Background: an optimization exercise with open tools, aiming at small area. Do not read the settings as production practice. For this run, only the layout was checked, not whether the RTL still works. Power figures rest on the tool's default switching activity, not on a simulated workload.

--- design/flow/run.sh ---
#!/bin/bash
# synth_recipe.tcl (not shown) runs the flow's synth.tcl, then flattens the netlist and writes it again
# the make line also repeats each setting of config.mk as NAME=value (left out here)
make -C /OpenROAD-flow-scripts/flow DESIGN_CONFIG=/design/flow/config.mk WORK_HOME=/design/flow/orfs CLKGATE_MAP_FILE= SYNTH_SCRIPT=/design/flow/synth_recipe.tcl finish
--- design/flow/config.mk ---
export PLATFORM = sky130hd
export DESIGN_NAME = vga_scene_renderer
export DESIGN_NICKNAME = vga_scene_renderer
export VERILOG_FILES = /design/flow/design.v
export SDC_FILE = /design/flow/constraint.sdc
export NUM_CORES = 4
export LEC_CHECK = 0
export CAP_MARGIN = 20
export CORE_MARGIN = 2
export CORE_UTILIZATION = 40
export SLEW_MARGIN = 20
--- design/flow/constraint.sdc ---
create_clock -name core_clock -period 8.0 [get_ports {clk}]
set_input_delay 1.6000 -clock core_clock [delete_from_list [all_inputs] [get_ports {clk}]]
set_output_delay 1.6000 -clock core_clock [all_outputs]
set_load 0.01 [all_outputs]
--- design/flow/design.v ---
package vga_scene_pkg;
    localparam logic [2:0] GS_RUNNING   = 3'd0;
    localparam logic [2:0] GS_GAME_OVER = 3'd1;
    localparam logic [2:0] GS_WIN       = 3'd2;
    localparam logic [23:0] LIGHT_GRAY      = 24'hC0C0C0;
    localparam logic [23:0] DARK_GRAY       = 24'h404040;
    localparam logic [23:0] LAVA_RED        = 24'hFF0000;
    localparam logic [23:0] GOLD            = 24'hFFD700;
    localparam logic [23:0] GRASS_GREEN     = 24'h3CB043;
    localparam logic [23:0] LAVA_WALL_COLOR = 24'hFF4500;
    localparam int LAVA_WIDTH  = 40;
    localparam int SCREEN_H    = 480;
    localparam int SPRITE_SIZE = 16;
    localparam int MAX_COORD_W = 16;
    typedef struct packed {
        logic                   valid;
        logic [MAX_COORD_W-1:0] x0;
        logic [MAX_COORD_W-1:0] x1;
        logic [MAX_COORD_W-1:0] y0;
        logic [MAX_COORD_W-1:0] y1;
        logic [23:0]            color;
    } rect_t;
    typedef enum logic [1:0] {
        FADE_IDLE   = 2'd0,
        FADE_FADING = 2'd1,
        FADE_HELD   = 2'd2
    } fade_state_e;
endpackage
import vga_scene_pkg::*;
module vga_tint_fade #(
    parameter int FADE_SHIFT = 3
) (
    input  logic        clk,
    input  logic        rst,
    input  logic        frame_start,
    input  logic [2:0]  game_state,
    input  logic [23:0] base_color,
    output logic [23:0] tint_color
);
    logic       fading_q, fading_d;
    logic [3:0] level_q, level_d;
    logic       win_q, win_d;       
    logic       gs_win, gs_end;
    assign gs_win = (game_state == GS_WIN);
    assign gs_end = (game_state == GS_GAME_OVER) || gs_win;
    always_ff @(posedge clk) begin
        if (rst) begin
            fading_q <= 1'b0;
            level_q  <= '0;
            win_q    <= 1'b0;
        end else begin
            fading_q <= fading_d;
            level_q  <= level_d;
            win_q    <= win_d;
        end
    end
    always_comb begin
        fading_d = fading_q;
        level_d  = level_q;
        win_d    = win_q;
        if (!gs_end) begin
            fading_d = 1'b0;
            level_d  = '0;
        end else if (fading_q && (gs_win != win_q)) begin
            level_d  = '0;
            win_d    = gs_win;
        end else if (frame_start) begin
            if (!fading_q) begin
                fading_d = 1'b1;
                level_d  = '0;
                win_d    = gs_win;
            end else if (!level_q[3]) begin
                level_d  = level_q + 4'd1;
            end
        end
    end
    logic [7:0] r_b, g_b, b_b;
    logic [7:0] r_o, g_o, b_o;
    logic [1:0] r_k;
    logic [4:0] r_kl;
    assign r_b = base_color[23:16];
    assign g_b = base_color[15:8];
    assign b_b = base_color[7:0];
    function automatic logic [7:0] halve_blend(input logic [7:0] b, input logic [3:0] lvl);
        logic [7:0]  c;
        logic [11:0] p;
        c = 8'(({1'b0, b} + 9'd1) >> 1);
        p = 12'(c) * 12'(lvl) + 12'd7;
        halve_blend = b - 8'(p >> 3);
    endfunction
    assign r_k  = win_q ? {~r_b[5], ~r_b[4]} : {~r_b[6], ~r_b[5]};
    assign r_kl = 5'(r_k) * 5'(level_q);
    assign r_o  = r_b + (win_q ? {2'b0, r_kl, 1'b0} : {1'b0, r_kl, 2'b0});
    assign g_o  = win_q ? (g_b + (g_b[5] ? 8'd0 : {2'b0, level_q, 2'b0}))
                        : halve_blend(g_b, level_q);
    assign b_o  = win_q ? b_b : halve_blend(b_b, level_q);
    assign tint_color = {r_o, g_o, b_o};
endmodule
import vga_scene_pkg::*;
module vga_scene_renderer #(
    parameter int          NUM_RECTS    = 16,
    parameter int          COORD_W      = 10,
    parameter int          CEIL_Y       = 75,
    parameter int          FADE_SHIFT   = 3,
    parameter logic [23:0] BG_COLOR     = vga_scene_pkg::LIGHT_GRAY,
    parameter logic [23:0] PLAYER_COLOR = 24'h0000FF
) (
    input  logic                         clk,
    input  logic                         rst,
    input  logic [COORD_W-1:0]           x,
    input  logic [COORD_W-1:0]           y,
    input  logic                         active_pixels,
    input  logic                         frame_start,
    input  logic [COORD_W-1:0]           player_x,
    input  logic [COORD_W-1:0]           player_y,
    input  logic [COORD_W-1:0]           lava_x,
    input  logic [COORD_W-1:0]           lava_height,
    input  logic [2:0]                   game_state,
    input  logic                         wr_en,
    input  logic [$clog2(NUM_RECTS)-1:0] wr_idx,
    input  logic [COORD_W-1:0]           wr_x0,
    input  logic [COORD_W-1:0]           wr_x1,
    input  logic [COORD_W-1:0]           wr_y0,
    input  logic [COORD_W-1:0]           wr_y1,
    input  logic [23:0]                  wr_color,
    input  logic                         wr_valid,
    input  logic                         clear_all,
    output logic [7:0]                   VGA_R,
    output logic [7:0]                   VGA_G,
    output logic [7:0]                   VGA_B,
    output logic                         out_active
);
    function automatic logic ge(input logic [COORD_W-1:0] a, input logic [COORD_W-1:0] b);
        logic c;
        c = 1'b1;
        for (int i = 0; i < COORD_W; i++) begin
            c = (a[i] & ~b[i]) | ((a[i] | ~b[i]) & c);
        end
        ge = c;
    endfunction
    logic [NUM_RECTS-1:0] rq_valid;
    logic [COORD_W-1:0]   rq_x0    [NUM_RECTS];
    logic [COORD_W-1:0]   rq_x1    [NUM_RECTS];
    logic [COORD_W-1:0]   rq_y0    [NUM_RECTS];
    logic [COORD_W-1:0]   rq_y1    [NUM_RECTS];
    logic [23:0]          rq_color [NUM_RECTS];
    logic [NUM_RECTS-1:0] wsel;
    always_comb begin
        for (int i = 0; i < NUM_RECTS; i++) begin
            wsel[i] = wr_en && !clear_all && (wr_idx == i);
        end
    end
    always_ff @(posedge clk) begin
        for (int i = 0; i < NUM_RECTS; i++) begin
            if (rst || clear_all) begin
                rq_valid[i] <= 1'b0;
            end else if (wsel[i]) begin
                rq_valid[i] <= wr_valid;
            end
        end
    end
    always_ff @(posedge clk) begin
        for (int i = 0; i < NUM_RECTS; i++) begin
            if (wsel[i]) begin
                rq_x0[i]    <= wr_x0;
                rq_x1[i]    <= wr_x1;
                rq_y0[i]    <= wr_y0;
                rq_y1[i]    <= wr_y1;
                rq_color[i] <= wr_color;
            end
        end
    end
    logic [NUM_RECTS-1:0] hit, above, sel_d, sel_q;
    logic                 spr_box, spr_pix, lava, ceil;
    logic                 s_spr_d, s_lava_d, s_none_d, s_bg_d;
    logic                 s_spr_q, s_lava_q, s_none_q, s_bg_q;
    logic                 act1_q;
    logic [COORD_W:0]     dxs, dys, dxl, lava_y_sum;
    always_comb begin
        for (int i = 0; i < NUM_RECTS; i++) begin
            hit[i] = rq_valid[i] &&
                     ge(x, rq_x0[i]) && ge(rq_x1[i], x) &&
                     ge(y, rq_y0[i]) && ge(rq_y1[i], y);
        end
    end
    always_comb begin
        above[NUM_RECTS-1] = 1'b0;
        for (int i = NUM_RECTS - 2; i >= 0; i--) begin
            above[i] = above[i+1] | hit[i+1];
        end
    end
    assign dxs        = {1'b0, x} - {1'b0, player_x};
    assign dys        = {1'b0, y} - {1'b0, player_y};
    assign dxl        = {1'b0, x} - {1'b0, lava_x};
    assign lava_y_sum = {1'b0, y} + {1'b0, lava_height};
    assign spr_box = (dxs[COORD_W:4] == '0) && (dys[COORD_W:4] == '0);
    assign lava    = (dxl < (COORD_W+1)'(LAVA_WIDTH)) &&
                     (lava_y_sum >= (COORD_W+1)'(SCREEN_H));
    assign ceil    = (y < COORD_W'(CEIL_Y));
    function automatic logic sprite_pixel(input logic [3:0] px, input logic [3:0] py);
        logic head;
        logic body;
        logic limbs;
        head  = (px >= 4'd5) && (px <= 4'd10) && (py <= 4'd5);
        body  = ((px == 4'd7) || (px == 4'd8)) && (py >= 4'd6) && (py <= 4'd12);
        limbs = (py >= 4'd8) &&
                (({1'b0, px} == (5'd16 - {1'b0, py})) || (px == (py - 4'd1)));
        sprite_pixel = head || body || limbs;
    endfunction
    assign spr_pix  = spr_box && sprite_pixel(dxs[3:0], dys[3:0]);
    assign s_spr_d  = spr_pix;
    assign s_lava_d = lava && !spr_pix;
    assign s_none_d = !spr_pix && !lava && !(|hit);
    assign s_bg_d   = s_none_d && !ceil;
    always_comb begin
        for (int i = 0; i < NUM_RECTS; i++) begin
            sel_d[i] = hit[i] && !above[i] && !spr_pix && !lava;
        end
    end
    always_ff @(posedge clk) begin
        if (rst) begin
            act1_q <= 1'b0;
        end else begin
            act1_q <= active_pixels;
        end
    end
    always_ff @(posedge clk) begin
        sel_q    <= sel_d;
        s_spr_q  <= s_spr_d;
        s_lava_q <= s_lava_d;
        s_none_q <= s_none_d;
        s_bg_q   <= s_bg_d;
    end
    logic [23:0] rect_c, color_d, color_q;
    logic        act2_q;
    always_comb begin
        rect_c = '0;
        for (int i = 0; i < NUM_RECTS; i++) begin
            rect_c = rect_c | (rq_color[i] & {24{sel_q[i]}});
        end
        color_d = rect_c
                | (PLAYER_COLOR    & {24{s_spr_q}})
                | (LAVA_WALL_COLOR & {24{s_lava_q}})
                | (DARK_GRAY       & {24{s_none_q}})
                | (BG_COLOR        & {24{s_bg_q}});
    end
    always_ff @(posedge clk) begin
        if (rst) begin
            act2_q <= 1'b0;
        end else begin
            act2_q <= act1_q;
        end
    end
    always_ff @(posedge clk) begin
        color_q <= color_d;
    end
    logic [23:0] tint_w;
    logic [23:0] rgb_q;
    logic        act3_q;
    vga_tint_fade #(
        .FADE_SHIFT (FADE_SHIFT)
    ) u_tint (
        .clk         (clk),
        .rst         (rst),
        .frame_start (frame_start),
        .game_state  (game_state),
        .base_color  (color_q),
        .tint_color  (tint_w)
    );
    always_ff @(posedge clk) begin
        if (rst) begin
            rgb_q  <= '0;
            act3_q <= 1'b0;
        end else begin
            rgb_q  <= act2_q ? tint_w : 24'h0;
            act3_q <= act2_q;
        end
    end
    assign VGA_R      = rgb_q[23:16];
    assign VGA_G      = rgb_q[15:8];
    assign VGA_B      = rgb_q[7:0];
    assign out_active = act3_q;
endmodule
==> summary.txt <==
Outcome
The run finished with no timing, DRC or antenna violations.

STA
The worst clock skew is 0.03848 ns. In the finished design, the share of the clock period the worst path needs comes to 75.47%. Subtracting the final worst setup slack from the clock period gives 6.037 ns. Setup repair after global routing left no endpoint under its margin. The worst-margin pin slew is 1.177 ns. The total count of hold-check failures in the final report was 0.

Once routing completed, OpenROAD measured the worst setup slack at 1.963 ns. The number of pins exceeding their max-slew limit in the final report is 0. In this run the tightest slew margin relative to its limit is 20.96%. Timing would allow up to 0.1656 GHz. Hold is met by 0.4430 ns.

The setup TNS after final layout is 0 ns. The final setup violation count is 0.

Power and ir drop
For this design the ratio of total power to cell area is 221.1 nW/um^2. Of the total power, registers draw 50.8%. The proportion of total power due to net switching is 22.15%.

The maximum vdd ir drop is 0.0001615 V. Summed over all cells, the static leakage comes to 19.44 nW. The total power is 12.73 mW. The clock network burns 42.9% of the power. The switching power is 2.821 mW. The total internal power is 9.911 mW. In this run, the combinational gates consume 6.3% of the power.

Synth
For this run, the register share of the synthesized area comes to 65.12%. The share of flip-flops with an asynchronous set or reset is 0%. For this run, the leading register cell type out of synthesis is edfxtp_1. The simple-gate share of the synthesized area is 9.057%. The count of flip-flops with a built-in enable after synthesis is 1024. The post-synth net total is 3932. The largest family of logic cells by synthesized area is compound AO/OA/AOI/OAI gates.

Summing every instance area after synthesis gives 50080 sq um. The adder and majority cell fraction of the synthesized area is 7.812%. In the post-synthesis netlist, the biggest area contributors are edfxtp_1 (61%), maj3_1 (3.7%), dfxtp_1 (3.7%), ha_1 (2.7%), a221oi_1 (1.9%). Measured against the total synthesized area, the mux share comes to 0.3897%.

The synthesized area divided by synthesized cell count is 13.71 sq um. The compound-gate portion of the synthesized area is 13.39%. Yosys printed 7 warnings. The count of state elements after synthesis is 1117. Of all cell types, the one taking the most synthesized area is edfxtp_1. Synthesis handed over a netlist of 3654 instances. Summing the areas of all xor and xnor instances in the mapped netlist gives 1.224% of the synthesized area.

The count of unique library cells instantiated by Yosys is 94. The area share of the leading cell type in the synthesized netlist is 61.40%.

Drt
The first-iteration detailed-routing DRC count is 3488. The number of antenna-violating nets in the routed design is 0. In the routed design, unresolved DRC markers number 0. The routed wire length is 147400 um. Dividing the detail-routed wire length by the instance count gives 26.35 um. The final route contains 32845 vias.

The detailed-route vias per instance is 5.873. The first detailed-routing pass ran for 8 iterations.

Job
The max-capacitance violation count is 0.

Critical path
The startpoint type of the worst setup path is a flip-flop. The start point of the critical path is color_q[10]. Data arrives at the worst endpoint at 6.57 ns. The launch instance of the worst register-to-register path is color_q[10]. For the worst setup path, the data required time is 8.54 ns. The setup check on the worst reg-to-reg path leaves a slack of 1.96 ns. The setup path with the least slack is of type flip-flop to flip-flop. The capturing element of the worst setup path is rgb_q[15]. The sort of element at the end of the critical path is a flip-flop. Measured in cells, the most critical reg-to-reg path has a length of 25. Of all nets on the critical path, the largest fanout is 7.

In this run the critical register-to-register path is captured at rgb_q[15].

Global routing
The met3 usage in global routing is 3.562%. The overall global routing resource usage is 22.72%. The total overflow left after global routing is 0. The global routing stage identified its most utilized layer as met2. For this run, global-route usage on met1 was measured as 30.34%. The largest net degree at the start of global routing is 58. The number of global-route vias before repair is 32522. The first global-routing pass estimated 214800 um of wire. The met2 track utilization from global routing is 38.17%.

The number of antenna violations at the first check in global routing came to 8.

Finish
Registers take 32610 sq um. The final net count is 4134. The filler cells instantiated in the layout total 10899. In the layout the commonest cells are edfxtp_1 (1024), maj3_1 (187), inv_1 (186). The share of cells above drive strength 1 is 7.865%. Compared with the post-synthesis result, the final layout area differs by 15.00%. Summing all multi-input logic gate instances after layout gives 16070 sq um. Leaving out fill and tap cells, the most frequent cell in the layout is edfxtp_1.

Clocking
Clock tree synthesis inserted a total of 113 buffers. Clock tree synthesis found a total of 1117 sinks. The number of setup buffers added after CTS is 0. The clock latency reported for the late side of the worst-skew pair is 0.71 ns. Counting along the longest clock path gives a buffer depth of 3.

The CTS tree is built. The hold-fix buffer count after cts is 0. The library cell used as clock root buffer is clkbuf_16. Gates resized during post-CTS repair numbered 0. After clock tree synthesis, the clock-pin slew on the worst setup and hold paths is 0.06 ns. The deepest level of the CTS H-tree is 3.

Floorplan
In this run the count of I/O pins placed on the die edge is 163. The area of the die is 128000 sq um. The die is 357.8 um wide. Measured along the y axis, the die boundary spans 357.8 um.

In this run the core area contains 129 standard-cell rows. The starting utilization of the core area is 40.40%. In this run the standard cell core region covers 124000 sq um.

Placed design
The final weighted congestion in routability-driven placement is 0.8518. Before CTS, the worst setup slack after placement is 1.584 ns. The count of buffers inserted at the top-level ports is 162.

Summed over all nets, the half-perimeter wirelength after detailed placement is 90490 um.

Min path
The class of the tightest hold or removal check is flip-flop to flip-flop.
[critical path: stages (launching register included)]
cell and delay (ns):
dfxtp_1 0.46, nand3_1 0.13, xnor2_1 0.21, and2_1 0.22
fa_1 0.54, inv_1 0.05, fa_1 0.49, inv_1 0.05
ha_1 0.27, ha_1 0.27, inv_1 0.05, o21ba_2 0.23
o21bai_1 0.44, xnor2_1 0.26, nand2_1 0.17, mux2_2 0.29
a221oi_1 0.31, xor2_1 0.11, o21a_1 0.19, ha_1 0.31
a21oi_1 0.23, o21bai_1 0.09, a21oi_1 0.18, xnor2_1 0.15
xnor2_1 0.14, nor2_1 0.05
[power groups by stage]
stage	sequential [mW]	combinational [mW]	clock, mW
6_report	6.47	0.801	5.46
5_1_grt	6.48	0.864	5.77
4_1_cts	6.47	0.802	5.54
3_5_place_dp	6.60	0.800	0
3_3_place_gp	6.59	0.790	0
2_1_floorplan	6.59	0.426	0
[Yosys cell counts, drive strengths merged, types with 22 or more instances]
library cell	count
a211o	27
a211oi	28
a21oi	124
a221oi	106
a222oi	37
a22o	78
a22oi	51
a31oi	22
and2	38
buf	46
clkbuf	117
dfxtp	93
edfxtp	1024
fa	31
ha	109
inv	188
maj3	192
nand2	161
nand2b	131
nand3	44
nand4	35
nor2	174
nor2b	132
nor3	33
o211ai	27
o21ai	136
o221ai	28
o22ai	49
xnor2	46
xor2	24
[per-stage QoR]
| step | instance area (sq um) | util, % | instances |
|---|---|---|---|
| 3_3_place_gp | 53750 | 43.36 | 5378 |
| 6_report | 57590 | 46.46 | 5593 |
| 3_5_place_dp | 53750 | 43.36 | 5378 |
| 5_1_grt | 57590 | 46.46 | 5591 |
| 4_1_cts | 57590 | 46.46 | 5591 |
| 2_1_floorplan | 50080 | - | 3654 |
[registers in the layout, indices dropped and copies added (netlist names)]
name / count
rgb_q: 24
sel_q: 16
s_spr_q: 1
rq_y1: 160
rq_x0: 160
u_tint.win_q: 1
s_none_q: 1
act1_q: 1
color_q: 24
rq_y0: 160
act3_q: 1
act2_q: 1
rq_x1: 160
rq_valid: 16
rq_color: 384
s_bg_q: 1
u_tint.level_q: 4
u_tint.fading_q: 1
s_lava_q: 1
[logic make-up (layout without fill, tap and decap cells)]
group	count (synthesis)	after routing
mux	19	19
other cells	0	2
compound gates	908	908
xor+xnor	70	70
buf+inv	356	656
flops	1117	1117
simple gates	852	852
fa+ha+maj	332	332
[cell type report]
cell class	instances	area share (%)
inverters	192	1.251
well taps	1637	3.557
diodes	2	0.008690
clock inverters	66	1.323
repair buffers	251	3.998
multi-input cells	2181	27.91
flip-flops and latches	1117	56.63
clock buffers	147	5.329
[worst min-delay path by stage]
stage | start | endpoint | slack (ns) | depth (start not counted)
after global routing | act1_q | act2_q | 0.47 | 1
after detailed placement | rq_color[15][3] | color_q[3] | 0.45 | 1
after floorplan | color_q[16] | rgb_q[16] | 0.41 | 1
final | act1_q | act2_q | 0.44 | 1
after global placement | act1_q | act2_q | 0.44 | 1
after CTS | act1_q | act2_q | 0.45 | 1
[layer usage]
metal | up-vias | share of wire, % | wire (um)
li1 | 14619 | - | -
met1 | 16605 | 42 | 61510
met2 | 1352 | 48 | 71000
met3 | 259 | 7.1 | 10510
met4 | 10 | 2.9 | 4262
met5 | - | 0.047 | 69

==> what the ideal ports hide <==
Ports are ideal in the flow. The routed layout listed here was re-timed in OpenROAD. Step 1: set_driving_cell puts a clkbuf_16 on clk and a buf_2 on each other input, an assumption about the parent block. Step 2 also shifts input and output timing later by t, the mid clock arrival at the registers, as if the neighbouring blocks saw the same clock. a / b / c = no drivers / after step 1 / after step 2; a / b = the first two.
t (ns): 0.757
setup WS [ns]: 1.963 / 1.963 / 1.607
clock arrival spread, ns: 0.043 / 0.044
After both steps setup and hold are still met in this run. The setup slack of this run moves by 0.000 ns with the drivers and by -0.356 ns with both steps.
